Source: an optimization exercise on an open RTL-to-GDS flow (aim: small area and a short achievable clock period). Production flows keep margins and buffers that such runs may drop.
The RTL was checked by simulation tests, not by an equivalence proof against the original design.
No activity file was given, so power comes from the tool's default toggle rates.

JK:
==> flow/design.v <==
`default_nettype none
package fp32_fmt_pkg;
  localparam int block_size_lp = 32;
  localparam int fp_width_lp = 32;
  localparam int exp_width_lp = 8;
  localparam int frac_width_lp = 23;
  typedef union packed {
    logic [fp_width_lp-1:0] raw;
    struct packed {
      logic                     sign;
      logic [exp_width_lp-1:0]  exp;
      logic [frac_width_lp-1:0] frac;
    } fields;
  } fp32_word_u;
endpackage
`default_nettype wire
`default_nettype none
package bfp_code_pkg;
  localparam int mag_width_lp = 5;
  localparam int code_width_lp = mag_width_lp + 1;
  localparam int shift_width_lp = $clog2(mag_width_lp + 1);
  localparam int latency_lp = 1;
endpackage
`default_nettype wire
`timescale 1ns/10ps
`default_nettype none
import fp32_fmt_pkg::*;
import bfp_code_pkg::*;
module bfp_exp_decode
#(
  parameter int n_p = 8
)
(
  input  logic [n_p-1:0][exp_width_lp-1:0]  exp_i,
  input  logic [n_p-1:0]                    en_i,
  output logic [exp_width_lp-1:0]           max_exp_o,
  output logic [n_p-1:0][mag_width_lp-1:0]  sel_o
);
  localparam int n_step_lp = 3;
  function automatic int lo_c(input int s);
    lo_c = (s == 0) ? 5 : (s == 1) ? 2 : 0;
  endfunction
  function automatic int wd_c(input int s);
    wd_c = (s == 2) ? 2 : 3;
  endfunction
  logic [n_step_lp:0][n_p-1:0]      run;
  logic [exp_width_lp-1:0][n_p-1:0] bits;
  logic [n_p-1:0]                   term;
  logic [3:0]                       any;
  logic [1:0]                       up;
  always_comb begin
    for (int k = 0; k < exp_width_lp; k++) begin
      for (int i = 0; i < n_p; i++) begin
        bits[k][i] = exp_i[i][k];
      end
    end
    run[0] = '1;
    max_exp_o = '0;
    for (int s = 0; s < n_step_lp; s++) begin
      for (int j = wd_c(s) - 1; j >= 0; j--) begin
        for (int pat = 0; pat < 4; pat++) begin
          term = run[s] & bits[lo_c(s) + j];
          for (int q = 0; q < 2; q++) begin
            if (j + 1 + q < wd_c(s) && ((pat >> q) & 1) == 1) term = term & bits[lo_c(s) + j + 1 + q];
          end
          any[pat] = |term;
        end
        up = '0;
        for (int q = 0; q < 2; q++) begin
          if (j + 1 + q < wd_c(s)) up[q] = max_exp_o[lo_c(s) + j + 1 + q];
        end
        max_exp_o[lo_c(s) + j] = any[up];
      end
      run[s+1] = run[s];
      for (int j = 0; j < wd_c(s); j++) begin
        run[s+1] = run[s+1] & (bits[lo_c(s) + j] | {n_p{~max_exp_o[lo_c(s) + j]}});
      end
    end
  end
  logic [5:0] hi_m1;
  logic [3:0] mx_lo;
  for (genvar j = 0; j < 6; j++) begin : g_m1
    if (j == 0) begin : g_b0
      assign hi_m1[j] = ~max_exp_o[2];
    end else begin : g_bj
      assign hi_m1[j] = max_exp_o[2+j] ^ ~(|max_exp_o[2+j-1:2]);
    end
  end
  for (genvar a = 0; a < 4; a++) begin : g_mx
    assign mx_lo[a] = (max_exp_o[1:0] == 2'(a));
  end
  for (genvar i = 0; i < n_p; i++) begin : g_sel
    logic [3:0] ex_lo;
    logic [3:0] pos, neg;
    logic       h0, h1;
    for (genvar a = 0; a < 4; a++) begin : g_ex
      assign ex_lo[a] = (exp_i[i][1:0] == 2'(a));
    end
    always_comb begin
      pos = '0;
      neg = '0;
      for (int v = 0; v < 4; v++) begin
        for (int b = 0; b + v < 4; b++) begin
          pos[v] = pos[v] | (ex_lo[b] & mx_lo[b+v]);
          neg[v] = neg[v] | (mx_lo[b] & ex_lo[b+v]);
        end
      end
    end
    assign h0 = run[2][i];
    assign h1 = (exp_i[i][7:2] == hi_m1);
    assign sel_o[i][0] = en_i[i] & h0 & pos[0];
    assign sel_o[i][1] = en_i[i] & ((h0 & pos[1]) | (h1 & neg[3]));
    assign sel_o[i][2] = en_i[i] & ((h0 & pos[2]) | (h1 & neg[2]));
    assign sel_o[i][3] = en_i[i] & ((h0 & pos[3]) | (h1 & neg[1]));
    assign sel_o[i][4] = en_i[i] & h1 & neg[0];
  end
endmodule
`default_nettype wire
`timescale 1ns/10ps
`default_nettype none
import fp32_fmt_pkg::*;
import bfp_code_pkg::*;
module bfp_align_execute
(
  input  logic [mag_width_lp-1:0]   mag_i,
  input  logic [mag_width_lp-1:0]   sel_i,
  output logic [mag_width_lp-1:0]   mag_o
);
  always_comb begin
    mag_o = '0;
    for (int k = 0; k < mag_width_lp; k++) begin
      mag_o = mag_o | ({mag_width_lp{sel_i[k]}} & (mag_i >> k));
    end
  end
endmodule
`default_nettype wire
`timescale 1ns/10ps
`default_nettype none
import fp32_fmt_pkg::*;
import bfp_code_pkg::*;
module bfp_code_result
(
  input  logic                     clk,
  input  logic                     reset_i,
  input  logic                     valid_i,
  input  logic [exp_width_lp-1:0]  shared_exp_i,
  input  logic [block_size_lp*code_width_lp-1:0]  codes_i,
  output logic                     out_valid_o,
  output logic [exp_width_lp-1:0]  shared_exp_o,
  output logic [block_size_lp*code_width_lp-1:0]  codes_o
);
  always_ff @(posedge clk) begin
    if (reset_i) begin
      out_valid_o  <= 1'b0;
      shared_exp_o <= '0;
      codes_o      <= '0;
    end else begin
      out_valid_o <= valid_i;
      if (valid_i) begin
        shared_exp_o <= shared_exp_i;
        codes_o      <= codes_i;
      end
    end
  end
endmodule
`default_nettype wire
`timescale 1ns/10ps
`default_nettype none
import fp32_fmt_pkg::*;
import bfp_code_pkg::*;
module bfp_quant_top
(
  input  logic                     clk,
  input  logic                     reset_i,
  input  logic                     in_valid_i,
  input  logic [block_size_lp*fp_width_lp-1:0]   block_i,
  output logic                                   out_valid_o,
  output logic [exp_width_lp-1:0]                shared_exp_o,
  output logic [block_size_lp*code_width_lp-1:0] codes_o
);
  logic [block_size_lp-1:0][exp_width_lp-1:0]  exps;
  logic [block_size_lp-1:0]                    nz;
  logic [block_size_lp-1:0][mag_width_lp-1:0]  sel;
  logic [exp_width_lp-1:0]                     max_exp;
  logic [block_size_lp*code_width_lp-1:0]      codes;
  for (genvar i = 0; i < block_size_lp; i++) begin : g_exp
    assign exps[i] = block_i[fp_width_lp*i + frac_width_lp +: exp_width_lp];
    assign nz[i]   = |exps[i];
  end
  bfp_exp_decode #(.n_p(block_size_lp)) u_decode (
    .exp_i     (exps),
    .en_i      (nz),
    .max_exp_o (max_exp),
    .sel_o     (sel)
  );
  for (genvar i = 0; i < block_size_lp; i++) begin : g_word
    logic [mag_width_lp-1:0] mag;
    bfp_align_execute u_shift (
      .mag_i ({1'b1, block_i[fp_width_lp*i + frac_width_lp - mag_width_lp + 1 +: mag_width_lp - 1]}),
      .sel_i (sel[i]),
      .mag_o (mag)
    );
    assign codes[code_width_lp*i +: code_width_lp] = {block_i[fp_width_lp*i + fp_width_lp - 1], mag};
  end
  bfp_code_result u_result (
    .clk          (clk),
    .reset_i      (reset_i),
    .valid_i      (in_valid_i),
    .shared_exp_i (max_exp),
    .codes_i      (codes),
    .out_valid_o  (out_valid_o),
    .shared_exp_o (shared_exp_o),
    .codes_o      (codes_o)
  );
endmodule
`default_nettype wire
==> flow/config.mk <==
export PLATFORM = sky130hd
export DESIGN_NAME = bfp_quant_top
export DESIGN_NICKNAME = bfp_quant_top
export VERILOG_FILES = /design/flow/design.v
export SDC_FILE = /design/flow/constraint.sdc
export NUM_CORES = 4
export LEC_CHECK = 0
export ABC_AREA = 1
export CAP_MARGIN = 20
export CORE_AREA = 5 5 445 445
export DIE_AREA = 0 0 450 450
export PLACE_DENSITY = 0.85
export SETUP_SLACK_MARGIN = 3
export SLEW_MARGIN = 20
==> flow/constraint.sdc <==
create_clock -name core_clock -period 10.0 [get_ports {clk}]
set_input_delay 2.0000 -clock core_clock [delete_from_list [all_inputs] [get_ports {clk}]]
set_output_delay 2.0000 -clock core_clock [all_outputs]
set_load 0.01 [all_outputs]
standard.sh (not shown) runs the stock make flow with config.mk's settings and CLKGATE_MAP_FILE= SYNTH_SCRIPT=/design/flow/synth_recipe.tcl, a recipe that flattens the netlist after the stock synthesis.
==> flow/flow/run.sh <==
#!/bin/bash
# The standard layout (the standard.sh: standard synthesis script,
# floorplan, placement, CTS, routing) with two changes:
# - synthesis leaves adders to abc: ADDER_MAP_FILE is empty, so Yosys's
#   extract_fa pass does not turn the small subtracts into half/full adder
#   cells (registers, names and flip-flop cells are unchanged);
# - the buffer that placement puts on every input and output port is
#   sky130_fd_sc_hd__buf_1 instead of the default delay cell
#   (clkdlybuf4s50_1). Every port still gets its own buffer.
# standard.sh writes each tool's log under orfs/logs; its own output goes
# to standard.log here.
set -euo pipefail
export ADDER_MAP_FILE=
export BUFFER_PORTS_ARGS="-buffer_cell sky130_fd_sc_hd__buf_1"
bash standard.sh > standard.log 2>&1
Modified inputs, MS compared to JK
--- a/flow/config.mk
+++ b/flow/config.mk
@@ -11,3 +11,4 @@
 export DIE_AREA = 0 0 450 450
-export PLACE_DENSITY = 0.85
+export GPL_TIMING_DRIVEN = 0
+export PLACE_DENSITY = 0.95
 export SETUP_SLACK_MARGIN = 3
[summary]
- Going from JK to MS, setup slack of the critical path after layout decreased 0.081 ns; part of the power in the clock network now smaller; fraction of cell area in non-clock buffers went down.
- block_i[222] as the startpoint of the most critical setup path was reported by MS, and block_i[189] by JK.
- JK has higher non-clock buffer instance count of the final layout than MS.

afterwards: timing with drivers on the ports:
How much do the figures lean on ideal ports? The routed layouts below were timed once more, with nothing changed but the port constraints.
Step 1 assumes that a clkbuf_16 drives the clock port and a buf_2 every other input.
Step 2 times the ports against the registers' clock, not the clock port: input delays grow and output delays shrink by t, the midpoint of the rising clock arrivals with the driver on.
Three values: ideal, step 1, step 2; two values: the first two.
run	t (ns)	setup slack, ns	cell pins on the clock port's net
JK	0.619	3.042 / 2.981 / 2.362	1
MS	0.641	2.961 / 2.880 / 2.239	1
After both steps every run listed still meets setup and hold. For MS, which loses most, drivers alone change the setup slack by -0.081 ns; drivers and shift together by -0.722 ns.
